Context: an optimization exercise on an open-source flow, tuned for small area and a short achievable clock period. The choices shown serve that exercise and are no tape-out recipe. At most, simulation tests tie the RTL to the original design; equivalence was not proved. Only the layout flow was run in run 2; the RTL was not checked for function there. Power is estimated from default activity; no workload was simulated.

===== design/flow/constraint.sdc =====
create_clock -name core_clock -period 5.0 [get_ports {clk}]
set_input_delay 1.0000 -clock core_clock [delete_from_list [all_inputs] [get_ports {clk}]]
set_output_delay 1.0000 -clock core_clock [all_outputs]
set_load 0.01 [all_outputs]

===== design/flow/design.v =====
package imem_pkg;
    localparam int FAULT_W        = 2;
    localparam int FAULT_MISALIGN = 0;
    localparam int FAULT_RANGE    = 1;
    localparam logic [31:0] NOP_INSTR = 32'h0000_0013;
endpackage
module imem_hold (
    input  logic q,
    input  logic d,
    input  logic keep,
    input  logic load,
    output logic nxt
);
    assign nxt = (q & keep) | (d & load);
endmodule
module imem_aoi #(
    parameter int N = 3
) (
    input  logic [N-1:0] a,
    input  logic [N-1:0] s,
    output logic         y_n
);
    assign y_n = !(|(a & s));
endmodule
module imem_nand #(
    parameter int N = 4
) (
    input  logic [N-1:0] a,
    output logic         y_n
);
    assign y_n = !(&a);
endmodule
module imem_nor #(
    parameter int N = 3
) (
    input  logic [N-1:0] a,
    output logic         y_n
);
    assign y_n = !(|a);
endmodule
module imem_rd_fin #(
    parameter bit NOP_B = 1'b0
) (
    input  logic [1:0] m_n,
    input  logic       take,
    input  logic       q,
    input  logic       hold,
    input  logic       nop,
    output logic       nxt
);
    assign nxt = (!(&m_n) & take) | (q & hold) | (NOP_B & nop);
endmodule
module imem_dec_cell (
    input  logic wr_hi,
    input  logic wr_lo,
    input  logic wr_hi_n,
    input  logic wr_lo_n,
    input  logic rd_hi_n,
    input  logic rd_lo_n,
    output logic we,
    output logic keep,
    output logic sel
);
    assign we   = !(wr_hi_n || wr_lo_n);
    assign keep = !(wr_hi && wr_lo);
    assign sel  = !(rd_hi_n || rd_lo_n);
endmodule
module imem_ready (
    input  logic load_en,
    input  logic resp_valid,
    input  logic resp_ready,
    output logic req_ready
);
    assign req_ready = !load_en && (!resp_valid || resp_ready);
endmodule
module imem_rd_bit #(
    parameter int DEPTH = 64,
    parameter bit NOP_B = 1'b0
) (
    input  logic [DEPTH-1:0] col,
    input  logic [DEPTH-1:0] sel,
    input  logic             take,
    input  logic             q,
    input  logic             hold,
    input  logic             nop,
    output logic             nxt
);
    localparam int NG = (DEPTH + 2) / 3;       
    localparam int NH = (NG + 3) / 4;          
    localparam int NA = (NH + 1) / 2;          
    localparam int NB = NH - NA;               
    logic [NG-1:0] g_n;
    logic [NH-1:0] h;
    logic [1:0]    m_n;
    for (genvar g = 0; g < NG; g++) begin : g_grp
        localparam int LO = 3 * g;
        localparam int CNT = (DEPTH - LO >= 3) ? 3 : DEPTH - LO;
        imem_aoi #(.N(CNT)) u_aoi (
            .a   (col[LO +: CNT]),
            .s   (sel[LO +: CNT]),
            .y_n (g_n[g])
        );
    end
    for (genvar k = 0; k < NH; k++) begin : g_nand
        localparam int BASE = NG / NH;
        localparam int XTRA = NG % NH;
        localparam int LO   = k * BASE + ((k < XTRA) ? k : XTRA);
        localparam int CNT  = BASE + ((k < XTRA) ? 1 : 0);
        imem_nand #(.N(CNT)) u_nand (
            .a   (g_n[LO +: CNT]),
            .y_n (h[k])
        );
    end
    imem_nor #(.N(NA)) u_nor_a (.a(h[0 +: NA]), .y_n(m_n[0]));
    imem_nor #(.N(NB)) u_nor_b (.a(h[NA +: NB]), .y_n(m_n[1]));
    imem_rd_fin #(.NOP_B(NOP_B)) u_fin (
        .m_n  (m_n),
        .take (take),
        .q    (q),
        .hold (hold),
        .nop  (nop),
        .nxt  (nxt)
    );
endmodule
module instr_fetch_mem #(
    parameter int                DATA_W    = 32,
    parameter int                ADDR_W    = 32,
    parameter int                DEPTH     = 64,
    parameter logic [ADDR_W-1:0] BASE_ADDR = '0,
    parameter logic [DATA_W-1:0] NOP_INSTR = imem_pkg::NOP_INSTR,
    localparam int               IDX_W     = (DEPTH > 1) ? $clog2(DEPTH) : 1
) (
    input  logic                         clk,
    input  logic                         reset,
    input  logic                         req_valid,
    output logic                         req_ready,
    input  logic [ADDR_W-1:0]            req_addr,
    output logic                         resp_valid,
    input  logic                         resp_ready,
    output logic [DATA_W-1:0]            resp_instr,
    output logic [ADDR_W-1:0]            resp_addr,
    output logic [imem_pkg::FAULT_W-1:0] resp_fault,
    input  logic                         load_en,
    input  logic [IDX_W-1:0]             load_idx,
    input  logic [DATA_W-1:0]            load_data
);
    localparam int FAULT_W        = imem_pkg::FAULT_W;
    localparam int FAULT_MISALIGN = imem_pkg::FAULT_MISALIGN;
    localparam int FAULT_RANGE    = imem_pkg::FAULT_RANGE;
    logic [ADDR_W-1:0]  off;
    logic [ADDR_W-1:0]  idx;
    logic [FAULT_W-1:0] fault;
    logic               bad;
    logic               rdy;
    logic               take;
    logic               hold;
    logic               nop;
    logic [DATA_W-1:0]  mem_q [DEPTH];
    logic [DATA_W-1:0]  instr_q;
    logic [DATA_W-1:0]  instr_d;
    logic [ADDR_W-1:0]  addr_d;
    logic [FAULT_W-1:0] fault_d;
    imem_ready u_ready (
        .load_en    (load_en),
        .resp_valid (resp_valid),
        .resp_ready (resp_ready),
        .req_ready  (req_ready)
    );
    assign rdy = !load_en && (!resp_valid || resp_ready);
    assign off = req_addr - BASE_ADDR;
    assign idx = off >> 2;
    always_comb begin
        fault                 = '0;
        fault[FAULT_MISALIGN] = (req_addr[1:0] != 2'b00);
        fault[FAULT_RANGE]    = (req_addr < BASE_ADDR) || (idx >= ADDR_W'(DEPTH));
    end
    assign bad = |fault;
    localparam int LO_W    = IDX_W / 2;
    localparam int HI_W    = IDX_W - LO_W;
    localparam int NL      = 1 << LO_W;
    localparam int NH      = 1 << HI_W;
    localparam int SLICE_W = 8;
    localparam int NSLICE  = DATA_W / SLICE_W;
    logic [NH-1:0] wr_hi;
    logic [NL-1:0] wr_lo;
    logic [NH-1:0] rd_hi;
    logic [NL-1:0] rd_lo;
    logic [DEPTH-1:0] sel [NSLICE];
    for (genvar h = 0; h < NH; h++) begin : g_hi
        assign wr_hi[h] = load_en && (load_idx[IDX_W-1:LO_W] == HI_W'(h));
        assign rd_hi[h] = (idx[IDX_W-1:LO_W] == HI_W'(h));
    end
    for (genvar l = 0; l < NL; l++) begin : g_lo
        assign wr_lo[l] = (load_idx[LO_W-1:0] == LO_W'(l));
        assign rd_lo[l] = (idx[LO_W-1:0] == LO_W'(l));
    end
    for (genvar k = 0; k < NSLICE; k++) begin : g_slice
        logic [DEPTH-1:0] we;
        logic [DEPTH-1:0] keep;
        for (genvar w = 0; w < DEPTH; w++) begin : g_dec
            imem_dec_cell u_dec (
                .wr_hi   (wr_hi[w / NL]),
                .wr_lo   (wr_lo[w % NL]),
                .wr_hi_n (!wr_hi[w / NL]),
                .wr_lo_n (!wr_lo[w % NL]),
                .rd_hi_n (!rd_hi[w / NL]),
                .rd_lo_n (!rd_lo[w % NL]),
                .we      (we[w]),
                .keep    (keep[w]),
                .sel     (sel[k][w])
            );
        end
        for (genvar w = 0; w < DEPTH; w++) begin : g_word
            for (genvar b = k * SLICE_W; b < (k + 1) * SLICE_W; b++) begin : g_bit
                logic d;
                logic q;
                imem_hold u_hold (
                    .q    (q),
                    .d    (load_data[b]),
                    .keep (keep[w]),
                    .load (we[w]),
                    .nxt  (d)
                );
                always_ff @(posedge clk) begin
                    q <= d;
                end
                assign mem_q[w][b] = q;
            end
        end
    end
    assign take = rdy && !bad;
    assign nop  = rdy && bad;
    assign hold = !rdy;
    for (genvar b = 0; b < DATA_W; b++) begin : g_rd
        logic [DEPTH-1:0] col;
        for (genvar w = 0; w < DEPTH; w++) begin : g_col
            assign col[w] = mem_q[w][b];
        end
        imem_rd_bit #(.DEPTH(DEPTH), .NOP_B(NOP_INSTR[b])) u_rd (
            .col  (col),
            .sel  (sel[b / SLICE_W]),
            .take (take),
            .q    (instr_q[b]),
            .hold (hold),
            .nop  (nop),
            .nxt  (instr_d[b])
        );
    end
    for (genvar b = 0; b < ADDR_W; b++) begin : g_addr
        imem_hold u_hold (
            .q    (resp_addr[b]),
            .d    (req_addr[b]),
            .keep (hold),
            .load (rdy),
            .nxt  (addr_d[b])
        );
    end
    for (genvar b = 0; b < FAULT_W; b++) begin : g_fault
        imem_hold u_hold (
            .q    (resp_fault[b]),
            .d    (fault[b]),
            .keep (hold),
            .load (rdy),
            .nxt  (fault_d[b])
        );
    end
    always_ff @(posedge clk) begin
        instr_q    <= instr_d;
        resp_addr  <= addr_d;
        resp_fault <= fault_d;
    end
    always_ff @(posedge clk or posedge reset) begin
        if (reset) begin
            resp_valid <= 1'b0;
        end else begin
            resp_valid <= (req_valid && rdy) || (resp_valid && !resp_ready);
        end
    end
    assign resp_instr = instr_q;
endmodule

===== design/flow/config.mk =====
export PLATFORM = sky130hd
export DESIGN_NAME = instr_fetch_mem
export DESIGN_NICKNAME = instr_fetch_mem
export VERILOG_FILES = /design/flow/design.v
export SDC_FILE = /design/flow/constraint.sdc
export NUM_CORES = 4
export LEC_CHECK = 0
export CAP_MARGIN = 20
export CORE_MARGIN = 2
export CORE_UTILIZATION = 50
export SETUP_SLACK_MARGIN = 2.6
export SLEW_MARGIN = 20
export SYNTH_HIERARCHICAL = 1
export SYNTH_MINIMUM_KEEP_SIZE = 0
export TNS_END_PERCENT = 100

===== design/flow/flow/run.sh =====
#!/bin/bash
# Own layout flow: the standard flow (standard.sh, unchanged synthesis) with three
# layout choices passed to ORFS as make variables:
#  - ports are buffered with buf_4 instead of the default pick (a slow delay buffer),
#  - the clock tree uses clkbuf_8 leaves under a clkbuf_16 root, clusters of 14 sinks,
#    and no dummy loads,
#  - timing repair may resize a cell to any footprint.
# Each tool's full output stays in orfs/logs/ (ORFS writes one log per step); make's own
# output goes to flow_make.log in this folder.
set -euo pipefail
bash standard.sh \
  "BUFFER_PORTS_ARGS=-buffer_cell sky130_fd_sc_hd__buf_4" \
  "CTS_ARGS=-sink_clustering_enable -repair_clock_nets -dont_use_dummy_load -sink_clustering_size 14 -sink_clustering_max_diameter 40 -root_buf sky130_fd_sc_hd__clkbuf_16 -buf_list sky130_fd_sc_hd__clkbuf_8" \
  "MATCH_CELL_FOOTPRINT=0" \
  finish > flow_make.log 2>&1

===== design/flow/standard.sh =====
#!/bin/bash
# synth_recipe.tcl (not shown) runs the flow's synth.tcl, then flattens the netlist and writes it again
# the make line also repeats each setting of config.mk as NAME=value (left out here)
make -C /OpenROAD-flow-scripts/flow DESIGN_CONFIG=/design/flow/config.mk WORK_HOME=/design/flow/orfs CLKGATE_MAP_FILE= SYNTH_SCRIPT=/design/flow/synth_recipe.tcl "${@:-finish}"

==> results of run 1 <==
[critical path, delay by kind of cell]
family / cells / cell delay (ps)
buffers and inverters: 4 / 540
and+or+nand+nor: 5 / 930
AOI/OAI and AO/OA: 2 / 880
[per-module statistics from Yosys, one instance, submodules excluded, a selection]
module           cells  times used  flip-flops and latches
instr_fetch_mem   2189           1                    2115
imem_hold            1        2082                       0
imem_dec_cell        3         256                       0
imem_ready           2           1                       0
[through the flow]
step,total power (W),util
floorplan,0.0228,-
global placement,0.0244,0.534
detailed placement,0.0245,0.535
CTS,0.0361,0.584
global route,0.0373,0.589
finish,0.0362,0.589
[synth_stat cells]
| library cell | count |
|---|---|
| dfrtp_1 | 1 |
| or2_2 | 2 |
| a222oi_1 | 672 |
| o31a_1 | 1 |
| nand3b_1 | 8 |
| dfxtp_1 | 2114 |
| inv_1 | 20 |
| o21ai_0 | 1 |
| nor4_2 | 5 |
| nor2_1 | 516 |
| or2_1 | 1 |
| or3_1 | 3 |
| nand4_1 | 130 |
| nand2b_1 | 2 |
| nor4_1 | 2 |
| nand3_1 | 71 |
| nor2b_1 | 3 |
| nand2_1 | 328 |
| a21oi_2 | 1 |
| or3b_2 | 6 |
| a221o_1 | 3 |
| a22o_1 | 2111 |
| nor3_2 | 64 |
[power groups by stage]
stage | combinational, W | sequential [W] | clock (W)
6_report | 0.00392 | 0.0207 | 0.0116
5_1_grt | 0.00412 | 0.0208 | 0.0124
4_1_cts | 0.00380 | 0.0206 | 0.0117
3_5_place_dp | 0.00357 | 0.0209 | 0
3_3_place_gp | 0.00346 | 0.0209 | 0
2_1_floorplan | 0.00244 | 0.0204 | 0
[cells in the final DEF (no fill, tap or decap), types with 47 or more instances in the layout]
cell type / Yosys / final
a22o_1: 2111 / 2111
clkbuf_8: 0 / 251
nand3_1: 71 / 64
buf_4: 0 / 259
nor2_4: 0 / 54
nor2_1: 516 / 380
dfxtp_1: 2114 / 2100
nor3_2: 64 / 60
buf_12: 0 / 75
nor2_2: 0 / 82
nand2_1: 328 / 254
a222oi_1: 672 / 672
nand4_1: 130 / 130
clkbuf_16: 0 / 47
[sequential cells by signal, indices dropped and copies added (netlist names)]
signal / flops
resp_fault: 2
resp_addr: 32
instr_q: 32
g_slice.g_word.g_bit.q: 2048
resp_valid: 1
[area by class of cell]
class / count / area [sq um]
Antenna cell: 6 / 15.0
Timing Repair inverter: 4 / 27.5
Sequential cell: 2115 / 42400
Tap cell: 1917 / 2400
Timing Repair Buffer: 407 / 4680
Inverter: 20 / 139
Clock buffer: 283 / 4270
Multi-Input combinational cell: 3931 / 31700
Fill cell: 11949 / 59600
[layer usage]
metal,vias up,track usage,wire (microns)
met5,-,0,36
met4,6,0.160,14000
met3,784,0.0811,35600
met1,31343,0.532,121000
met2,4407,0.525,119000
li1,27265,-,-
[how the worst min path moves through the flow]
stage,to,depth (start not counted),slack [ps],start
global route,resp_addr[25],2,370,req_addr[25]
global placement,g_slice[3].g_word[15].g_bit[29].q,1,470,g_slice[3].g_word[15].g_bit[29].q
finish,resp_addr[12],2,400,req_addr[12]
detailed placement,g_slice[2].g_word[48].g_bit[16].q,1,470,g_slice[2].g_word[48].g_bit[16].q
CTS,resp_addr[12],2,350,req_addr[12]
floorplan,g_slice[0].g_word[0].g_bit[0].q,1,460,g_slice[0].g_word[0].g_bit[0].q
[cells by family (layout without fill, tap and decap cells)]
family,count (synthesis),in the layout
AND/OR/NAND/NOR,1141,1142
buffers and inverters,20,714
AO/OA/AOI/OAI,2789,2789
other,0,6
flip-flops,2115,2115
[what timing repair did]
action / CTS / global route
setup buffers: 139 / 40
hold endpoints to repair: 1 / 0
endpoints found under the setup margin: 1236 / 548
cloned: 22 / 2
pin swaps: 219 / 160
hold buffers: 1 / 0
gates resized for setup: 234 / 115
==> impl_results.md, run 1 <==
- Yosys Warn Count: 10
- CP startpoint: req_addr[4]
- Worst reg2reg startpoint: resp_valid
- Final setup violation count: 0
- Unrepaired setup endpoints after global routing: true
- Drc violations: 0
- Final Instance Area: approximately 86,000 sq um
- Area Overhead vs Synth: 17.4%
- Sequential share of power: 0.571
- Fmax: about 370 MHz
- Slowest Stage Delay on Critical Path: 690 ps
- Largest net degree at the start of global routing: 65
- Adder-cell share of the synthesized area: 0
- Buffers on Ports: approximately 140
- Placed Instances: a little over 8,000
- Critical Path Sink: instr_q[14]
- Slowest cell on crit path: a222oi_1
- Total CTS buffers: around 280
- CTS tree: built
- Post-synthesis cell count: a little over 6,000
- Clk_skew: about 73 ps
- Top cells by area, synth: dfxtp_1, a22o_1, a222oi_1, nor2_1, nand2_1
- Worst R2R Path Depth: 4
- Wire per inst: about 33 microns
- Iter 0 DRT Violations: just over 10,000
- Leakage: 32.7 nW
- Gr ovfl total: 0
- Worst Path Required: 5700 ps
- Number of global-route vias before repair: just under 60,000
- Synth top area share: 0.580
- Worst slew pin tran: between 1000 and 1500 ps
- Synth Area per Inst: about 12 sq um
- CTS max path bufs: 4
- Switch share: 0.254
- Largest family of logic cells by synthesized area: compound AO/OA/AOI/OAI gates
- Max-cap viol count: 0
- Net Switching: slightly above 0.009 W
- Synth Register Bits: roughly 2,100
- Peak supply drop: between 0.2 and 0.3 mV
- CP endpoint kind: flop
- Detailed Routing Iterations Pass 1: 14
- Global placement routability congestion: between 0.9 and 1
- Worst-Skew Late Latency: between 800 and 900 ps
- Clock power frac: 0.321
- Mux cell area share after synthesis: 0
- Worst EP arrival: ~3400 ps
- Internal power: around 0.027 W
- Yosys top cell by area: dfxtp_1
- HP Class: in -> reg
- Power Density: about 420 nW/um^2
- Final Hold Fails: 0
- Crit Path Category: in -> reg
- Sink Count: about 2,100
- Post-synthesis xor/xnor area fraction: 0
- Die ar.: about 150,000 sq um
- Startpoint type of the worst setup path: primary input
- Crit-path max FO: 7
- Register area share after synthesis: 0.581
- Site row count: 140
- Routed WL: slightly below 300,000 microns
- Total Nets Final: approximately 7,000
- Slew HR: 0.215
- Final worst slack: 2320 ps
- Die W: 386 microns
- Outcome: timing/DRC/antenna clean
- Final ANT Viol Nets: 0
- Die Height: 386 microns
- Tmin final: between 2000 and 3000 ps
- Layout cells sized above 1: 0.152
- Post-DP Area: approximately 78,000 sq um
- GRT Total Usage: 0.368
- Hold WS: around 400 ps
- Setup tns final: 0 ps
- Compound-Gate Fraction of Synth Area: 0.347
- Simple-Gate Fraction of Synth Area: 0.0718
- Initial antenna violation count: 9
- CTS Root Cell: clkbuf_16
- CTS HTree Levels: 5
- Fin cells: 8,683
- First-pass GRT wire length: 409,000 microns
- Reg2reg end: resp_addr[31]
- Starting density of the core: 0.502
- # IOs: about 140
- Clock transition at path regs: roughly 80 ps
- R2r setup slk: ~2600 ps
- Place WS: between 1000 and 1500 ps
- Final period util: 0.537
- Combinational fraction of design power: 0.108
- Synth Cell Area: 72,900 sq um
- Avg Vias per Cell: 7.35
- Final Max Tran Viols: 0
- HPWL after detailed placement: approximately 160,000 microns
- CP Cell Sequence: buf_12 -> nand3b_1 -> buf_4 -> clkbuf_16 -> buf_12 -> nor2_4 -> a222oi_1 -> nand4_1 -> nor3_4 -> nand2_1 -> a22o_1
- Most common cell on crit path: buf_12
- Vias: 63,805
- Core area: approximately 150,000 sq um
- Unique masters post-synth: 23
==> run 2, diff against run 1 <==
--- a/design/flow/design.v
+++ b/design/flow/design.v
@@ -42,13 +42,14 @@
     parameter bit NOP_B = 1'b0
 ) (
     input  logic [1:0] m_n,
-    input  logic       take,
-    input  logic       q,
-    input  logic       hold,
-    input  logic       nop,
+    input  logic       frc,
     output logic       nxt
 );
-    assign nxt = (!(&m_n) & take) | (q & hold) | (NOP_B & nop);
+    if (NOP_B) begin : g_one
+        assign nxt = !(&m_n && frc);
+    end else begin : g_zero
+        assign nxt = !(&m_n || frc);
+    end
 endmodule
 module imem_dec_cell (
     input  logic wr_hi,
@@ -79,25 +80,27 @@
 ) (
     input  logic [DEPTH-1:0] col,
     input  logic [DEPTH-1:0] sel,
-    input  logic             take,
     input  logic             q,
     input  logic             hold,
-    input  logic             nop,
+    input  logic             frc,
     output logic             nxt
 );
-    localparam int NG = (DEPTH + 2) / 3;       
+    localparam int NT = DEPTH + 1;             
+    localparam int NG = (NT + 2) / 3;          
     localparam int NH = (NG + 3) / 4;          
     localparam int NA = (NH + 1) / 2;          
     localparam int NB = NH - NA;               
+    logic [3*NG-1:0] a;
+    logic [3*NG-1:0] s;
     logic [NG-1:0] g_n;
     logic [NH-1:0] h;
     logic [1:0]    m_n;
+    assign a = (3*NG)'({q, col});
+    assign s = (3*NG)'({hold, sel});
     for (genvar g = 0; g < NG; g++) begin : g_grp
-        localparam int LO = 3 * g;
-        localparam int CNT = (DEPTH - LO >= 3) ? 3 : DEPTH - LO;
-        imem_aoi #(.N(CNT)) u_aoi (
-            .a   (col[LO +: CNT]),
-            .s   (sel[LO +: CNT]),
+        imem_aoi #(.N(3)) u_aoi (
+            .a   (a[3*g +: 3]),
+            .s   (s[3*g +: 3]),
             .y_n (g_n[g])
         );
     end
@@ -114,12 +117,9 @@
     imem_nor #(.N(NA)) u_nor_a (.a(h[0 +: NA]), .y_n(m_n[0]));
     imem_nor #(.N(NB)) u_nor_b (.a(h[NA +: NB]), .y_n(m_n[1]));
     imem_rd_fin #(.NOP_B(NOP_B)) u_fin (
-        .m_n  (m_n),
-        .take (take),
-        .q    (q),
-        .hold (hold),
-        .nop  (nop),
-        .nxt  (nxt)
+        .m_n     (m_n),
+        .frc     (frc),
+        .nxt     (nxt)
     );
 endmodule
 module instr_fetch_mem #(
@@ -152,9 +152,9 @@
     logic [FAULT_W-1:0] fault;
     logic               bad;
     logic               rdy;
-    logic               take;
     logic               hold;
-    logic               nop;
+    logic               force_p;
+    logic               force_n;
     logic [DATA_W-1:0]  mem_q [DEPTH];
     logic [DATA_W-1:0]  instr_q;
     logic [DATA_W-1:0]  instr_d;
@@ -188,7 +188,7 @@
     logic [DEPTH-1:0] sel [NSLICE];
     for (genvar h = 0; h < NH; h++) begin : g_hi
         assign wr_hi[h] = load_en && (load_idx[IDX_W-1:LO_W] == HI_W'(h));
-        assign rd_hi[h] = (idx[IDX_W-1:LO_W] == HI_W'(h));
+        assign rd_hi[h] = rdy && (idx[IDX_W-1:LO_W] == HI_W'(h));
     end
     for (genvar l = 0; l < NL; l++) begin : g_lo
         assign wr_lo[l] = (load_idx[LO_W-1:0] == LO_W'(l));
@@ -228,22 +228,21 @@
             end
         end
     end
-    assign take = rdy && !bad;
-    assign nop  = rdy && bad;
-    assign hold = !rdy;
+    assign hold  = !rdy;
+    assign force_p = rdy && bad;
+    assign force_n = !(rdy && bad);
     for (genvar b = 0; b < DATA_W; b++) begin : g_rd
         logic [DEPTH-1:0] col;
         for (genvar w = 0; w < DEPTH; w++) begin : g_col
             assign col[w] = mem_q[w][b];
         end
         imem_rd_bit #(.DEPTH(DEPTH), .NOP_B(NOP_INSTR[b])) u_rd (
-            .col  (col),
-            .sel  (sel[b / SLICE_W]),
-            .take (take),
-            .q    (instr_q[b]),
-            .hold (hold),
-            .nop  (nop),
-            .nxt  (instr_d[b])
+            .col     (col),
+            .sel     (sel[b / SLICE_W]),
+            .q       (instr_q[b]),
+            .hold    (hold),
+            .frc     (NOP_INSTR[b] ? force_n : force_p),
+            .nxt     (instr_d[b])
         );
     end
     for (genvar b = 0; b < ADDR_W; b++) begin : g_addr
==> impl_results.md, run 2 <==
- Sink Count: around 2,100
- Worst-Skew Late Latency: approximately 810 ps
- Iter 0 DRT Violations: 11,439
- CP endpoint kind: flop
- Crit-path max FO: 32
- Worst reg2reg startpoint: resp_valid
- Die ar.: 149,000 sq um
- Most common cell in the synthesized netlist: dfxtp_1
- Post-synthesis xor/xnor area fraction: 0
- Final period util: 0.575
- Worst EP arrival: 3550 ps
- Number of global-route vias before repair: 59,166
- # IOs: ~140
- Gr ovfl total: 0
- Power Density: between 400 and 500 nW/um^2
- Core area: around 150,000 sq um
- Total Nets Final: 6,752
- CTS tree: built
- Routed WL: approximately 280,000 microns
- Biggest register: g_slice.g_word.g_bit.q
- Largest family of logic cells by synthesized area: compound AO/OA/AOI/OAI gates
- Startpoint type of the worst setup path: flop
- Peak supply drop: approximately 0.32 mV
- Post-synth EDFFs: 0
- Initial antenna violation count: 7
- Avg Vias per Cell: 7.38
- Top cells by area, synth: dfxtp_1, a22o_1, a222oi_1, nor2_1, nand2_1
- Largest net degree at the start of global routing: 67
- Fmax: about 350 MHz
- Synth Cell Area: ~73,000 sq um
- Most frequent cells after synthesis: dfxtp_1, a22o_1, a222oi_1
- Max reg flops: around 2,000
- GRT Total Usage: 0.359
- Leakage: about 32 nW
- Die Height: 386 microns
- Tmin final: approximately 2900 ps
- Total power: between 0.03 and 0.04 W
- Crit Path Category: reg -> reg
- Die W: just under 400 microns
- Final setup violation count: 0
- CTS max path bufs: 4
- Synth Area per Inst: 12.0 sq um
- Register area share after synthesis: 0.579
- Yosys Warn Count: 10
- Vias: about 63,000
- Layout cells sized above 1: 0.133
- Unique masters post-synth: 27
- Global placement routability congestion: around 0.93
- Synth top area share: 0.579
- R2r setup slk: 2120 ps
- Clock transition at path regs: ~80 ps
- Buffers on Ports: ~140
- CTS HTree Levels: 5
- Ys flop type: dfxtp_1
- Compound-Gate Fraction of Synth Area: 0.350
- CP startpoint: resp_valid
- Drc violations: 0
- Slew HR: 0.216
- Setup tns final: 0 ps
- Regs by FF count: g_slice.g_word.g_bit.q x2048, instr_q x32, resp_addr x32
- Outcome: timing/DRC/antenna clean
- CTS Root Cell: clkbuf_16
- Worst R2R Path Depth: 10
- Max-cap viol count: 0
- Adder-cell share of the synthesized area: 0
- Final Hold Fails: 0
- Mux cell area share after synthesis: 0
- Unrepaired setup endpoints after global routing: true
- Asr flop ratio synth: 0.000473
- First-pass GRT wire length: 408,000 microns
- Area Overhead vs Synth: 14.8%
- Site row count: 140
- Reg2reg end: instr_q[27]
- HP Class: in -> reg
- Fin cells: between 8,000 and 9,000
- Placed Instances: 8,231
- Yosys top cell by area: dfxtp_1
- Critical Path Sink: instr_q[27]
- Wire per inst: ~33 microns
- Final Max Tran Viols: 0
- Simple-Gate Fraction of Synth Area: 0.0686
- Clk_skew: approximately 54 ps
- Worst Path Required: ~5700 ps
- Synth Register Bits: 2,115
- Total CTS buffers: 283
- Detailed Routing Iterations Pass 1: 14
- Final ANT Viol Nets: 0
- Filler cell count: about 12,000
- Hold wc startpoint: req_valid
- Starting density of the core: 0.503
- Worst slew pin tran: between 1000 and 1500 ps
- HPWL after detailed placement: 165,000 microns
- Post-synthesis cell count: 6,071
- Most frequent cells in the layout: a22o_1, dfxtp_1, a222oi_1
[run 2: changes by cell type after synthesis, sizes merged, moves of 5 or more]
cell    delta
nand2     -65
a222oi    +32
conb      +32
a21oi     +29
a22o      -29
nand3      +5
[run 2: repair_timing]
action	in CTS	in global routing
gates cloned	9	2
endpoints found under the hold margin	1	0
pin swaps	113	105
gates resized for setup	162	60
endpoints found under the setup margin	417	493
hold buffers	1	0
setup buffers	45	21
[run 2: metrics by stage]
stage,utilization,area (sq um),hold slack (ps),worst slack (ps)
after CTS,0.574,83500,351,2240
after global routing,0.577,83900,386,2140
after global placement,0.536,78000,465,757
after detailed placement,0.537,78000,470,759
after floorplan,-,73700,455,1420
final,0.577,83900,408,2120
[run 2: critical path, cell delays in order, from the launching register on]
cell      delay, ps
dfrtp_1         360
nor2b_4         230
nor2_4           70
buf_12          130
nand3_2          80
buf_12          270
nor2_1          190
a222oi_1        460
nand4_1         400
nor3_4          450
a21oi_2          80
[run 2: cell families after synthesis]
group           after synthesis
buf+inv                      21
flops                      2115
other cells                  32
simple gates               1084
compound gates             2819
[run 2: final cells by class]
class	count	area, sq um	area share
flip-flops and latches	2115	42400	0.506
multi-input cells	3970	31900	0.380
clock buffers	283	4270	0.0508
repair buffers	286	2780	0.0331
well taps	1917	2400	0.0286
inverters	20	114	0.00136
repair inverters	1	7.51	0.0000894
diodes	2	5.00	0.0000596
[run 2: Yosys stat by module (local to each module, per instance), excerpt]
| module | cell area [sq um] | times used | cells inside | flops+latches |
|---|---|---|---|---|
| imem_dec_cell | 11.3 | 256 | 3 | 0 |
| imem_hold | 8.76 | 2082 | 1 | 0 |
| imem_ready | 12.5 | 1 | 2 | 0 |
| instr_fetch_mem | 42800 | 1 | 2195 | 2115 |
[run 2: worst min-delay path by stage]
stage          slack (ps)  cells after the start                                 to
3_5_place_dp          470                      1  g_slice[3].g_word[18].g_bit[30].q
4_1_cts               350                      2                         resp_valid
2_1_floorplan         460                      1    g_slice[0].g_word[0].g_bit[0].q
3_3_place_gp          470                      1   g_slice[0].g_word[18].g_bit[4].q
5_1_grt               390                      2                      resp_addr[14]
6_report              410                      2                         resp_valid
[run 2: per-layer routing]
layer / part of all wire / wire length (microns) / track usage
met2: 0.41 / 116000 / 0.514
met4: 0.049 / 13800 / 0.167
met3: 0.12 / 34100 / 0.0869
met5: 0.00013 / 38 / 0
met1: 0.42 / 117000 / 0.508
[run 2: power breakdown]
part | internal, W | leakage, nW | total [W] | switching (W)
Sequential | 0.0192 | 17.5 | 0.0208 | 0.00157
Clock | 0.00563 | 2.20 | 0.0116 | 0.00597
Combinational | 0.00213 | 12.2 | 0.00374 | 0.00161
Total | 0.0270 | 31.9 | 0.0361 | 0.00915
==> run 3, diff against run 2 <==
--- a/design/flow/design.v
+++ b/design/flow/design.v
@@ -90,17 +90,19 @@
     localparam int NH = (NG + 3) / 4;          
     localparam int NA = (NH + 1) / 2;          
     localparam int NB = NH - NA;               
-    logic [3*NG-1:0] a;
-    logic [3*NG-1:0] s;
+    logic [NT-1:0] a;
+    logic [NT-1:0] s;
     logic [NG-1:0] g_n;
     logic [NH-1:0] h;
     logic [1:0]    m_n;
-    assign a = (3*NG)'({q, col});
-    assign s = (3*NG)'({hold, sel});
+    assign a = {q, col};
+    assign s = {hold, sel};
     for (genvar g = 0; g < NG; g++) begin : g_grp
-        imem_aoi #(.N(3)) u_aoi (
-            .a   (a[3*g +: 3]),
-            .s   (s[3*g +: 3]),
+        localparam int LO  = 3 * g;
+        localparam int CNT = (NT - LO >= 3) ? 3 : NT - LO;
+        imem_aoi #(.N(CNT)) u_aoi (
+            .a   (a[LO +: CNT]),
+            .s   (s[LO +: CNT]),
             .y_n (g_n[g])
         );
     end
==> design/flow/flow/run.sh (replaced) <==
#!/bin/bash
# Own layout flow: the standard flow (standard.sh, unchanged synthesis) with these
# layout choices passed to ORFS as make variables:
#  - ports are buffered with buf_4 instead of the default pick (a slow delay buffer),
#  - the clock tree uses clkbuf_8 under a clkbuf_16 root, clusters of up to 20 sinks
#    within 50 um, and no dummy loads,
#  - timing repair may resize a cell to any footprint,
#  - the floorplan step repairs timing without the extra setup margin (before placement
#    its estimates only upsize cells blindly); later steps use config.mk's margin.
# Each tool's full output stays in orfs/logs/ (ORFS writes one log per step); make's own
# output goes to flow_make_1.log and flow_make_2.log in this folder.
set -euo pipefail
ARGS=(
  "BUFFER_PORTS_ARGS=-buffer_cell sky130_fd_sc_hd__buf_4"
  "CTS_ARGS=-sink_clustering_enable -repair_clock_nets -dont_use_dummy_load -sink_clustering_size 20 -sink_clustering_max_diameter 50 -root_buf sky130_fd_sc_hd__clkbuf_16 -buf_list sky130_fd_sc_hd__clkbuf_8"
  "MATCH_CELL_FOOTPRINT=0"
)
bash standard.sh "${ARGS[@]}" "SETUP_SLACK_MARGIN=0" floorplan > flow_make_1.log 2>&1
bash standard.sh "${ARGS[@]}" finish > flow_make_2.log 2>&1
==> impl_results.md, run 3 <==
- Layout cells sized above 1: 0.121
- Site row count: 140
- Place WS: 866 ps
- Power Density: about 400 nW/um^2
- Most common cell in the synthesized netlist: dfxtp_1
- Number of global-route vias before repair: between 50,000 and 60,000
- Most frequent cells in the layout: dfxtp_1, a22o_1, a222oi_1
- Final ANT Viol Nets: 0
- CTS tree: built
- CP endpoint kind: flop
- Total CTS buffers: 172
- Final Hold Fails: 0
- Starting density of the core: 0.503
- Max-cap viol count: 0
- Slew HR: 0.182
- Yosys Warn Count: 10
- HP Class: in -> async
- Synth Area per Inst: 12.1 sq um
- Die W: around 390 microns
- Post-synthesis cell count: around 6,000
- Final Max Tran Viols: 0
- Avg Vias per Cell: 7.40
- Unique masters post-synth: 27
- Regs by FF count: g_slice.g_word.g_bit.q x2048, instr_q x32, resp_addr x32
- Worst Path Required: 5660 ps
- Slowest cell on crit path: a222oi_1
- Yosys top cell by area: dfxtp_1
- Register area share after synthesis: 0.579
- Routed WL: about 280,000 microns
- Hold WS: roughly 91 ps
- Final setup violation count: 0
- Post-synth EDFFs: 0
- Vias: a little over 60,000
- Clk_skew: between 70 and 80 ps
- Asr flop ratio synth: 0.000473
- Leakage: about 30 nW
- Buffers on Ports: 142
- Worst-Skew Late Latency: 800 ps
- Worst EP arrival: between 3000 and 4000 ps
- Peak supply drop: between 0.3 and 0.4 mV
- Startpoint type of the worst setup path: primary input
- Top cells by area, synth: dfxtp_1, a22o_1, a222oi_1, nor2_1, nand2_1
- CTS max path bufs: 3
- Final design utilization: 0.561
- Most frequent cells after synthesis: dfxtp_1, a22o_1, a222oi_1
- Outcome: timing/DRC/antenna clean
- Total Nets Final: ~6,600
- Die ar.: approximately 150,000 sq um
- Slowest Stage Delay on Critical Path: 660 ps
- Setup tns final: 0 ps
- Gr ovfl total: 0
- Commonest non-fill, non-tap cell in the layout: dfxtp_1
- Iter 0 DRT Violations: roughly 11,000
- Synth Register Bits: 2,115
- Die Height: about 390 microns
- CTS Root Cell: clkbuf_16
- Synth top area share: 0.579
- Filler cell count: 12,386
- CP top delay family: simple AND/OR/NAND/NOR gates
- Worst slew pin tran: ~1200 ps
- # IOs: 143
- Clock transition at path regs: approximately 80 ps
- CTS HTree Levels: 4
- Fmax: approximately 360 MHz
- Biggest register: g_slice.g_word.g_bit.q
- Crit Path Category: in -> reg
- Global placement routability congestion: 0.946
- Ys flop type: dfxtp_1
- HPWL after detailed placement: between 150,000 and 200,000 microns
- GRT Total Usage: 0.361
- Drc violations: 0
- Largest net degree at the start of global routing: 65
- Detailed Routing Iterations Pass 1: 15
- Wire per inst: around 34 microns
- Final worst slack: 2240 ps
- Final period util: 0.552
- Sink Count: approximately 2,100
- Crit-path max FO: 11
- Tmin final: 2760 ps
- CP Cell Sequence: buf_4 -> or3_2 -> buf_6 -> nor2_1 -> a222oi_1 -> nand4_1 -> nor3_2 -> nand3_1
- Area Overhead vs Synth: 11.6%
- Max reg flops: 2,048
- Core area: approximately 150,000 sq um
- Crit path buf inv count: 2
- # hold bufs at CTS: 0
- First-pass GRT wire length: about 400,000 microns
- Initial antenna violation count: 25
- Synth Cell Area: 73,100 sq um
- Unrepaired setup endpoints after global routing: true
run 3: cell count changes in the layout (fill, tap and decap cells not counted), sizes merged, moves of 3 or more:
cell and delta:
conb -64, clkinvlp -8, a222oi -32, diode +5
buf +4, a22oi +32, clkinv +4, clkbuf -106
inv +3
run 3: layout make-up:
type	instances	area, sq um	share of cell area
Multi-Input combinational cell	3903	31300	0.384
Sequential cell	2115	42400	0.520
Inverter	20	95.1	0.00117
Timing Repair Buffer	294	2930	0.0359
Clock buffer	172	2380	0.0292
Tap cell	1917	2400	0.0294
Antenna cell	7	17.5	0.000215
run 3: metal layers:
| metal | global-route usage | part of all wire |
|---|---|---|
| met1 | 0.523 | 0.42 |
| met2 | 0.511 | 0.41 |
| met3 | 0.0921 | 0.12 |
| met4 | 0.143 | 0.043 |
| met5 | 0 | 0.00057 |
run 3: worst paths after layout:
check	start	to	slack (ps)	cells after the start
setup / recovery	req_addr[4]	instr_q[1]	2240	8
hold / removal	reset	resp_valid	90	2
setup reg to reg	resp_valid	instr_q[1]	2270	9
hold reg to reg	resp_addr[21]	resp_addr[21]	490	1
max in group asynchronous	reset	resp_valid	4820	2
min in group core_clock	req_addr[15]	resp_addr[15]	420	2
run 3: cells by family (layout without fill, tap and decap cells):
logic type	Yosys count	after routing	synth area share
simple gates	1084	1084	0.0686
compound gates	2819	2819	0.351
other cells	0	7	0
flops	2115	2115	0.579
buf+inv	21	486	0.00110
run 3: worst register-to-register path: stages, from the launching register on:
cell and delay, ps:
dfrtp_1 350, nor2b_4 230, nor3_4 100, nand2_4 120
buf_12 160, nor2_1 140, a222oi_1 660, nand4_1 420
nor3_2 340, nand3_1 110
run 3: through the flow:
step / instance area (sq um) / std cells / power, W
6_report: 81600 / 8428 / 0.0329
2_1_floorplan: 73100 / 6039 / 0.0229
3_3_place_gp: 77400 / 8173 / 0.0245
3_5_place_dp: 77400 / 8173 / 0.0245
4_1_cts: 81100 / 8414 / 0.0329
5_1_grt: 81500 / 8421 / 0.0340
run 3: power breakdown:
group / leakage [nW] / total [W] / switching (W) / internal [W]
Sequential: 17.5 / 0.0208 / 0.00157 / 0.0192
Clock: 1.24 / 0.00848 / 0.00539 / 0.00309
Combinational: 11.5 / 0.00370 / 0.00158 / 0.00212
run 3: per-module statistics from Yosys, one instance, submodules excluded, a selection:
module / cells inside / cell area [sq um]
imem_dec_cell: 3 / 11.3
instr_fetch_mem: 2195 / 42800
imem_ready: 2 / 12.5
imem_hold: 1 / 8.76
run 3: what timing repair did:
action | in CTS | in global routing
endpoints found under the setup margin | 514 | 271
resized for setup | 160 | 98
buffers inserted | 60 | 4
cloned | 9 | 3
pin swaps | 106 | 74
==> run 4, diff against run 3 <==
==> design/flow/flow/run.sh (replaced) <==
#!/bin/bash
# Own layout flow: the standard flow (standard.sh, unchanged synthesis) with these
# layout choices passed to ORFS as make variables:
#  - ports are buffered with buf_4 instead of the default pick (a slow delay buffer),
#  - the clock tree uses clkbuf_8 under a clkbuf_16 root, clusters of up to 16 sinks
#    within 45 um, and no dummy loads,
#  - timing repair may resize a cell to any footprint,
#  - the floorplan step repairs timing without the extra setup margin (before placement
#    its estimates only upsize cells blindly); later steps use config.mk's margin.
# Each tool's full output stays in orfs/logs/ (ORFS writes one log per step); make's own
# output goes to flow_make_1.log and flow_make_2.log in this folder.
set -euo pipefail
ARGS=(
  "BUFFER_PORTS_ARGS=-buffer_cell sky130_fd_sc_hd__buf_4"
  "CTS_ARGS=-sink_clustering_enable -repair_clock_nets -dont_use_dummy_load -sink_clustering_size 16 -sink_clustering_max_diameter 45 -root_buf sky130_fd_sc_hd__clkbuf_16 -buf_list sky130_fd_sc_hd__clkbuf_8"
  "MATCH_CELL_FOOTPRINT=0"
)
bash standard.sh "${ARGS[@]}" "SETUP_SLACK_MARGIN=0" floorplan > flow_make_1.log 2>&1
bash standard.sh "${ARGS[@]}" finish > flow_make_2.log 2>&1
==> impl_results.md, run 4 <==
- Starting density of the core: 0.503
- Synth Cell Area: between 70,000 and 80,000 sq um
- CTS Root Cell: clkbuf_16
- CP endpoint kind: flop
- Final Max Tran Viols: 0
- Place WS: around 870 ps
- Internal power: approximately 0.025 W
- Worst EP arrival: ~3500 ps
- Power Density: about 400 nW/um^2
- Post-synth EDFFs: 0
- Final period util: 0.559
- Slew HR: 0.177
- Area Overhead vs Synth: 12.1%
- Drc violations: 0
- Layout cells sized above 1: 0.122
- Register area share after synthesis: 0.579
- Final setup violation count: 0
- Max reg flops: 2,048
- Avg Vias per Cell: ~7.4
- Peak supply drop: roughly 0.28 mV
- Gr ovfl total: 0
- Die Height: between 300 and 400 microns
- Total Nets Final: 6,612
- Leakage: 30.4 nW
- Filler cell count: roughly 12,000
- Die ar.: around 150,000 sq um
- Unrepaired setup endpoints after global routing: true
- Worst Path Required: approximately 5700 ps
- Yosys Warn Count: 10
- Wire per inst: roughly 34 microns
- First-pass GRT wire length: ~400,000 microns
- Sink Count: between 2,000 and 2,500
- # IOs: approximately 140
- CTS max path bufs: 3
- Biggest register: g_slice.g_word.g_bit.q
- Tmin final: roughly 2800 ps
- Crit-path max FO: 8
- Clock transition at path regs: around 80 ps
- Routed WL: 285,000 microns
- Vias: between 60,000 and 70,000
- Most common cell in the synthesized netlist: dfxtp_1
- Crit Path Category: reg -> reg
- Initial antenna violation count: 22
- Site row count: 140
- Core area: approximately 150,000 sq um
- Switch share: 0.259
- Global placement routability congestion: around 0.95
- Outcome: timing/DRC/antenna clean
- Max-cap viol count: 0
- Post-synthesis cell count: 6,039
- Largest net degree at the start of global routing: 65
- Buffers on Ports: between 100 and 150
- Ys flop type: dfxtp_1
- Final Hold Fails: 0
- Most frequent cells in the layout: dfxtp_1, a22o_1, a222oi_1
- HPWL after detailed placement: 167,000 microns
- Detailed Routing Iterations Pass 1: 15
- Synth top area share: 0.579
- Top cells by area, synth: dfxtp_1, a22o_1, a222oi_1, nor2_1, nand2_1
- Final ANT Viol Nets: 0
- HP Class: in -> async
- Final worst slack: around 2200 ps
- Clk_skew: just over 70 ps
- Fmax: about 360 MHz
- Net Switching: between 0.008 and 0.009 W
- Iter 0 DRT Violations: roughly 10,000
- Worst slew pin tran: between 1000 and 1500 ps
- Combinational fraction of design power: 0.110
- CTS HTree Levels: 4
- Setup tns final: 0 ps
- Worst-Skew Late Latency: ~800 ps
- Most frequent cells after synthesis: dfxtp_1, a22o_1, a222oi_1
- Sequential share of power: 0.617
- Total CTS buffers: around 200
- Synth Area per Inst: between 10 and 15 sq um
- Startpoint type of the worst setup path: flop
- CTS tree: built
- Clock power frac: 0.273
- Yosys top cell by area: dfxtp_1
- Die W: a little under 400 microns
- Asr flop ratio synth: 0.000473
- GRT Total Usage: 0.365
- Commonest non-fill, non-tap cell in the layout: dfxtp_1
- Number of global-route vias before repair: roughly 57,000
- Synth Register Bits: 2,115
- Unique masters post-synth: 27
- Regs by FF count: g_slice.g_word.g_bit.q x2048, instr_q x32, resp_addr x32
-- run 4: cell counts after synthesis --
No cell type changed its count.
-- run 4: through the flow --
stage | util | area (sq um) | hold WS [ps] | power, W | cells
after global routing | 0.563 | 81900 | 19.0 | 0.0347 | 8456
after CTS | 0.562 | 81700 | 6.53 | 0.0336 | 8446
after floorplan | - | 73100 | 455 | 0.0229 | 6039
final | 0.564 | 81900 | 62.8 | 0.0337 | 8462
after detailed placement | 0.532 | 77400 | 470 | 0.0245 | 8173
after global placement | 0.532 | 77400 | 465 | 0.0245 | 8173
-- run 4: worst paths after layout --
check	startpoint	to	slack, ps	depth (start not counted)
max	resp_valid	instr_q[1]	2210	9
min	reset	resp_valid	60	2
max reg2reg	resp_valid	instr_q[1]	2210	9
min reg2reg	g_slice[3].g_word[50].g_bit[28].q	g_slice[3].g_word[50].g_bit[28].q	480	1
max in group asynchronous	reset	resp_valid	4850	2
min in group core_clock	req_addr[15]	resp_addr[15]	420	2
-- run 4: area by class of cell --
| type | count | area, sq um | share of cell area |
|---|---|---|---|
| inverters | 20 | 91.3 | 0.00111 |
| repair buffers | 293 | 2930 | 0.0358 |
| diodes | 10 | 25.0 | 0.000305 |
| flip-flops and latches | 2115 | 42400 | 0.518 |
| well taps | 1917 | 2400 | 0.0293 |
| clock buffers | 204 | 2820 | 0.0344 |
| multi-input cells | 3903 | 31300 | 0.381 |
-- run 4: cells by family (layout without fill, tap and decap cells) --
kind of cell | Yosys count | in the layout | synth area share
compound gates | 2819 | 2819 | 0.351
simple gates | 1084 | 1084 | 0.0686
other cells | 0 | 10 | 0
buf+inv | 21 | 517 | 0.00110
flops | 2115 | 2115 | 0.579
-- run 4: repair_timing --
item                       in CTS  in global routing
gates resized for setup       177                 63
setup endpoints to repair     467                248
hold buffers                    0                  0
cloned                         13                  0
buffers inserted               56                  6
pin swaps                     133                 65
-- run 4: per-module statistics from Yosys (local to each module, per instance), a selection --
module           copies in the design  area (sq um)  flip-flops and latches  cells inside
imem_dec_cell                     256          11.3                       0             3
imem_hold                        2082          8.76                       0             1
imem_ready                          1          12.5                       0             2
instr_fetch_mem                     1         42800                    2115          2195
-- run 4: routing by layer --
| layer | up-vias | routed length (microns) | GRT usage |
|---|---|---|---|
| li1 | 26824 | - | - |
| met1 | 30801 | 120000 | 0.531 |
| met2 | 4202 | 117000 | 0.515 |
| met3 | 697 | 35800 | 0.0928 |
| met4 | 24 | 11800 | 0.139 |
| met5 | - | 161 | 0 |
-- run 4: worst max-delay path, cell delays in order (launching register included) --
cell      delay [ps]
dfrtp_1          350
nor2b_4          240
nor3_4           100
nand2_2          150
buf_12           180
nor2_2           100
a222oi_1         670
nand4_1          450
nor3_2           330
nand3_1          110
-- run 4: power by group through the flow --
stage	registers [W]	logic, W	clock network (W)
global placement	0.0211	0.00343	0
floorplan	0.0205	0.00238	0
global route	0.0209	0.00392	0.00988
CTS	0.0207	0.00364	0.00927
finish	0.0208	0.00371	0.00918
detailed placement	0.0210	0.00354	0
==> run 5, diff against run 4 <==
--- a/design/flow/config.mk
+++ b/design/flow/config.mk
@@ -8,7 +8,7 @@
 export CAP_MARGIN = 20
 export CORE_MARGIN = 2
 export CORE_UTILIZATION = 50
-export SETUP_SLACK_MARGIN = 2.6
+export SETUP_SLACK_MARGIN = 2.4
 export SLEW_MARGIN = 20
 export SYNTH_HIERARCHICAL = 1
 export SYNTH_MINIMUM_KEEP_SIZE = 0
==> impl_results.md, run 5 <==
- Outcome: timing/DRC/antenna clean
- Iter 0 DRT Violations: 10,888
- Leakage: 30.3 nW
- Peak supply drop: ~0.28 mV
- Die Height: between 300 and 400 microns
- Total CTS buffers: 204
- Total power: between 0.03 and 0.04 W
- Synth Register Bits: between 2,000 and 2,500
- Most common cell in the synthesized netlist: dfxtp_1
- HP Class: in -> async
- Wire per inst: roughly 34 microns
- Final Max Tran Viols: 0
- CTS HTree Levels: 4
- Max reg flops: between 2,000 and 2,500
- Post-synthesis cell count: roughly 6,000
- Most frequent cells in the layout: dfxtp_1, a22o_1, a222oi_1
- # hold bufs at CTS: 0
- Worst EP arrival: 3480 ps
- GRT Total Usage: 0.362
- Starting density of the core: 0.503
- Most frequent cells after synthesis: dfxtp_1, a22o_1, a222oi_1
- Yosys Warn Count: 10
- Final Hold Fails: 0
- Startpoint type of the worst setup path: primary input
- Final worst slack: 2210 ps
- Max-cap viol count: 0
- Setup tns final: 0 ps
- Core area: ~150,000 sq um
- CP Cell Sequence: buf_4 -> or3_2 -> buf_4 -> nor2_2 -> a222oi_1 -> nand4_1 -> nor3_2 -> nand3_1
- Worst-Skew Late Latency: between 800 and 900 ps
- Crit Path Category: in -> reg
- Slowest cell on crit path: a222oi_1
- Biggest register: g_slice.g_word.g_bit.q
- Detailed Routing Iterations Pass 1: 15
- Filler cell count: about 12,000
- Regs by FF count: g_slice.g_word.g_bit.q x2048, instr_q x32, resp_addr x32
- Gr ovfl total: 0
- Post-DP Area: between 70,000 and 80,000 sq um
- Number of global-route vias before repair: around 57,000
- Post-synth EDFFs: 0
- Worst reg2reg startpoint: resp_valid
- Initial antenna violation count: 18
- Final Instance Area: 81,700 sq um
- Avg Vias per Cell: 7.40
- Most common cell on crit path: buf_4
- Top cells by area, synth: dfxtp_1, a22o_1, a222oi_1, nor2_1, nand2_1
- CTS tree: built
- Worst Path Required: between 5000 and 6000 ps
- Final ANT Viol Nets: 0
- Clock transition at path regs: about 80 ps
- Sink Count: 2,115
- Die W: between 300 and 400 microns
- Fmax: 358 MHz
- Buffers on Ports: 142
- Final setup violation count: 0
- CTS max path bufs: 3
- Total Nets Final: 6,605
- Power Density: 412 nW/um^2
- Synth Cell Area: between 70,000 and 80,000 sq um
- Drc violations: 0
- CP top delay family: simple AND/OR/NAND/NOR gates
- # IOs: 143
- CP endpoint kind: flop
- Global placement routability congestion: approximately 0.95
- Unique masters post-synth: 27
- Clk_skew: around 71 ps
- Largest net degree at the start of global routing: 65
- Vias: about 63,000
- Tmin final: around 2800 ps
- Worst slew pin tran: about 1300 ps
- CTS Root Cell: clkbuf_16
- Ys flop type: dfxtp_1
- Site row count: 140
- Die ar.: between 100,000 and 150,000 sq um
- Area Overhead vs Synth: 11.8%
- Unrepaired setup endpoints after global routing: true
- Layout cells sized above 1: 0.114
- Crit-path max FO: 11
- First-pass GRT wire length: 405,000 microns
- Final design utilization: 0.562
- Register area share after synthesis: 0.579
- Commonest non-fill, non-tap cell in the layout: dfxtp_1
- HPWL after detailed placement: 167,000 microns
- Crit path buf inv count: 2
- Routed WL: ~280,000 microns
- Yosys top cell by area: dfxtp_1
- Final period util: 0.558
- Slowest Stage Delay on Critical Path: roughly 670 ps
- Synth top area share: 0.579
- Place WS: 866 ps
- CP startpoint: req_addr[4]
- Asr flop ratio synth: 0.000473
- Synth Area per Inst: 12.1 sq um
- Slew HR: 0.164
-- run 5: cell counts after synthesis --
Identical to the previous run, type by type.
-- run 5: logic make-up after synthesis --
kind of cell,count (synthesis),synth area share
compound gates,2819,0.351
buf+inv,21,0.00110
flops,2115,0.579
simple gates,1084,0.0686
-- run 5: worst paths after layout --
check | end | slack, ps | cells past startpoint
max | instr_q[1] | 2210 | 8
min | resp_valid | 60 | 2
max reg2reg | instr_q[1] | 2250 | 9
min reg2reg | g_slice[0].g_word[28].g_bit[6].q | 480 | 1
max in group asynchronous | resp_valid | 4860 | 2
min in group core_clock | resp_addr[15] | 400 | 2
-- run 5: routing by layer --
layer,global-route usage,routed length [microns],vias up
met5,0,171,-
met4,0.137,11300,20
met3,0.0942,35700,703
met2,0.512,117000,4162
met1,0.527,120000,30858
li1,-,-,26766
-- run 5: per-module statistics from Yosys, one instance, submodules excluded, a selection --
module | cells inside | flops+latches | copies in the design
instr_fetch_mem | 2195 | 2115 | 1
imem_ready | 2 | 0 | 1
imem_dec_cell | 3 | 0 | 256
imem_hold | 1 | 0 | 2082
-- run 5: per-stage QoR --
stage / hold WS [ps] / cells
finish: 56.0 / 8451
global route: 21.0 / 8446
CTS: 6.53 / 8432
detailed placement: 470 / 8173
global placement: 465 / 8173
floorplan: 455 / 6039
-- run 5: timing repair --
item | in CTS | in global routing
cloned | 8 | 2
endpoints found under the hold margin | 0 | 0
resized for setup | 92 | 62
buffers inserted | 47 | 11
endpoints found under the setup margin | 289 | 168
pin swaps | 87 | 82
-- run 5: layout make-up --
type | count | area [sq um] | share of cell area
inverter | 20 | 83.8 | 0.00103
sequential | 2115 | 42300 | 0.518
tap | 1917 | 2400 | 0.0294
multi-input combinational | 3903 | 31200 | 0.382
antenna | 6 | 15.0 | 0.000184
clock buffer | 204 | 2820 | 0.0345
timing repair buffer | 286 | 2820 | 0.0345
-- run 5: where the power goes --
group          internal (W)  switching [W]  leakage (nW)
clock               0.00363        0.00557          1.47
sequential           0.0192        0.00157          17.4
combinational       0.00212        0.00158          11.4
==> run 6, diff against run 5 <==
--- a/design/flow/config.mk
+++ b/design/flow/config.mk
@@ -7,8 +7,8 @@
 export LEC_CHECK = 0
 export CAP_MARGIN = 20
 export CORE_MARGIN = 2
-export CORE_UTILIZATION = 50
-export SETUP_SLACK_MARGIN = 2.4
+export CORE_UTILIZATION = 58
+export SETUP_SLACK_MARGIN = 2.7
 export SLEW_MARGIN = 20
 export SYNTH_HIERARCHICAL = 1
 export SYNTH_MINIMUM_KEEP_SIZE = 0
==> impl_results.md, run 6 <==
- Die W: 359 microns
- Buffers on Ports: between 100 and 150
- Filler cell count: between 9,000 and 10,000
- Worst reg2reg startpoint: resp_valid
- Vias: around 64,000
- First-pass GRT wire length: about 400,000 microns
- Final period util: 0.550
- Grt peak-use layer: met2
- Detailed Routing Iterations Pass 1: 17
- Avg Vias per Cell: just under 8
- Final setup violation count: 0
- Final Instance Area: 82,300 sq um
- Total power: approximately 0.033 W
- Ys flop type: dfxtp_1
- Hold WS: ~38 ps
- Tmin final: roughly 2800 ps
- Drc violations: 0
- Global placement routability congestion: just under 1
- Most frequent cells after synthesis: dfxtp_1, a22o_1, a222oi_1
- Fmax: ~360 MHz
- Register area share after synthesis: 0.579
- Peak supply drop: roughly 0.36 mV
- Final Hold Fails: 0
- Met1 Usage GRT: 0.545
- CTS tree: built
- CTS max path bufs: 3
- CTS HTree Levels: 4
- Site row count: 130
- Synth Register Bits: 2,115
- Most frequent cells in the layout: a22o_1, dfxtp_1, a222oi_1
- Worst-Skew Late Latency: between 800 and 900 ps
- Max reg flops: around 2,000
- Clock transition at path regs: about 100 ps
- Crit Path Category: in -> reg
- Largest net degree at the start of global routing: between 60 and 70
- Setup tns final: 0 ps
- Met3 usage: 0.118
- Worst EP arrival: 3400 ps
- Asr flop ratio synth: 0.000473
- Biggest register: g_slice.g_word.g_bit.q
- Crit-path max FO: 11
- Startpoint type of the worst setup path: primary input
- Gr ovfl total: 0
- Die ar.: ~130,000 sq um
- Starting density of the core: 0.583
- Leakage: slightly above 30 nW
- Outcome: timing/DRC/antenna clean
- # hold bufs at CTS: 0
- Worst Path Required: approximately 5700 ps
- GRT Total Usage: 0.407
- Number of global-route vias before repair: 59,380
- Final ANT Viol Nets: 0
- Layout cells sized above 1: 0.135
- Synth Cell Area: around 73,000 sq um
- Unrepaired setup endpoints after global routing: true
- Sink Count: approximately 2,100
- Power Density: roughly 410 nW/um^2
- Area Overhead vs Synth: 12.6%
- Regs by FF count: g_slice.g_word.g_bit.q x2048, instr_q x32, resp_addr x32
- Post-synthesis cell count: a little over 6,000
- Total Nets Final: roughly 6,600
- Clk_skew: ~75 ps
- Final Max Tran Viols: 0
- # IOs: around 140
- Die Height: 359 microns
- Routed WL: between 200,000 and 300,000 microns
- Yosys Warn Count: 10
- Wire per inst: around 34 microns
- Synth top area share: 0.579
- Slew HR: 0.234
- Worst slew pin tran: ~1100 ps
- Top cells by area, synth: dfxtp_1, a22o_1, a222oi_1, nor2_1, nand2_1
- Initial antenna violation count: 9
- Post-DP Area: a little under 80,000 sq um
- Post-synth EDFFs: 0
- Iter 0 DRT Violations: 12,244
- CP endpoint kind: flop
- Met2 Use GR: 0.595
- Core area: roughly 130,000 sq um
- CTS Root Cell: clkbuf_16
- Total CTS buffers: between 150 and 200
- Unique masters post-synth: 27
- Yosys top cell by area: dfxtp_1
- R2r setup slk: 2290 ps
- HPWL after detailed placement: ~160,000 microns
- HP Class: in -> async
- Most common cell in the synthesized netlist: dfxtp_1
- Commonest non-fill, non-tap cell in the layout: a22o_1
- Synth Area per Inst: around 12 sq um
- CP startpoint: req_addr[3]
- Max-cap viol count: 0
run 6: cell counts after synthesis:
No cell type changed its count.
run 6: cell type report:
cell class | instances | area, sq um | area share
flip-flops and latches | 2115 | 42500 | 0.516
multi-input cells | 3905 | 31600 | 0.384
repair buffers | 326 | 3440 | 0.0418
clock buffers | 189 | 2610 | 0.0317
well taps | 1650 | 2060 | 0.0251
inverters | 20 | 125 | 0.00152
diodes | 2 | 5.00 | 0.0000608
run 6: timing repair:
action                     4_1_cts  5_1_grt
pin swaps                      179      124
cloned                          15        1
setup endpoints to repair      902      865
buffers inserted                89       10
gates resized for setup        348       74
run 6: path summary, 6_finish.rpt:
| check | end | depth (start not counted) |
|---|---|---|
| worst max-delay path | instr_q[4] | 9 |
| worst min-delay path | resp_valid | 2 |
| worst max register to register | instr_q[4] | 9 |
| worst min register to register | g_slice[3].g_word[21].g_bit[30].q | 1 |
| max in group asynchronous | resp_valid | 2 |
| min in group core_clock | resp_valid | 2 |
run 6: per-layer routing:
metal / wire [microns] / part of all wire / vias to the layer above
met4: 16700 / 0.060 / 10
met3: 38300 / 0.14 / 960
li1: - / - / 26845
met5: 74 / 0.00027 / -
met1: 106000 / 0.38 / 30978
met2: 115000 / 0.42 / 4753
run 6: worst max-delay path: stages:
cell and delay [ps]:
buf_4 250, nand3b_1 180, buf_4 140, buf_6 250, nor2_4 90, a222oi_1 600
nand4_1 420, nor3_4 350, nand3_1 90
run 6: modules after synthesis, one instance, submodules excluded, a selection:
| module | cells | flip-flops and latches | area [sq um] | copies in the design |
|---|---|---|---|---|
| imem_dec_cell | 3 | 0 | 11.3 | 256 |
| imem_hold | 1 | 0 | 8.76 | 2082 |
| instr_fetch_mem | 2195 | 2115 | 42800 | 1 |
| imem_ready | 2 | 0 | 12.5 | 1 |
run 6: per-stage QoR:
stage                     setup slack (ps)  cells   util
after floorplan                        373   6039      -
final                                 2250   8207  0.656
after global placement                 799   7901  0.614
after CTS                             2390   8194  0.654
after global routing                  2300   8206  0.656
after detailed placement               882   7901  0.614
run 6: power by group:
group          internal (W)  switching [W]
logic               0.00217        0.00161
clock network       0.00338        0.00541
registers            0.0192        0.00162
run 6: cell families (layout without fill, tap and decap cells):
group                  count (synthesis)  after routing  share of synthesized area
flip-flops                          2115           2115                      0.579
other                                  0              2                          0
AND/OR/NAND/NOR                     1084           1086                     0.0686
buffers and inverters                 21            535                    0.00110
AO/OA/AOI/OAI                       2819           2819                      0.351

==> static timing again, ports no longer ideal <==
How much do the figures lean on ideal ports? The routed layouts below were timed once more, with nothing changed but the port constraints. Step 1 sets driving cells, clkbuf_16 on the clock port and buf_2 on the other inputs (assumed; they add their load-dependent delay and slew). Step 2 moves the port delays by t, midway between the first and last clock arrival at a register: inputs arrive t later, outputs are due t later. That takes back most of the time a late clock gives input paths. Three values: ideal, step 1, step 2; two values: the first two.
run | shift t [ns] | slack for setup (ns) | hold WS [ns] | worst setup path at the end | clock arrival spread, ns
run 1 | 0.895 | 2.316 / 2.291 / 1.396 | 0.397 / 0.350 / 0.480 | input to register | 0.074 / 0.074
run 2 | 0.884 | 2.123 / 2.123 / 1.323 | 0.408 / 0.359 / 0.483 | input to register | 0.073 / 0.074
run 3 | 0.845 | 2.242 / 2.273 / 1.436 | 0.091 / 0.042 / 0.488 | input to register | 0.090 / 0.091
run 4 | 0.859 | 2.207 / 2.207 / 1.405 | 0.063 / 0.012 / 0.483 | input to register | 0.087 / 0.088
run 5 | 0.862 | 2.208 / 2.245 / 1.385 | 0.056 / 0.006 / 0.484 | input to register | 0.083 / 0.084
run 6 | 0.859 | 2.249 / 2.279 / 1.420 | 0.038 / -0.008 / 0.486 | input to register | 0.076 / 0.077
After both steps every run listed still meets setup and hold. For run 1, which loses most, drivers alone change the setup slack by -0.025 ns; drivers and shift together by -0.920 ns.
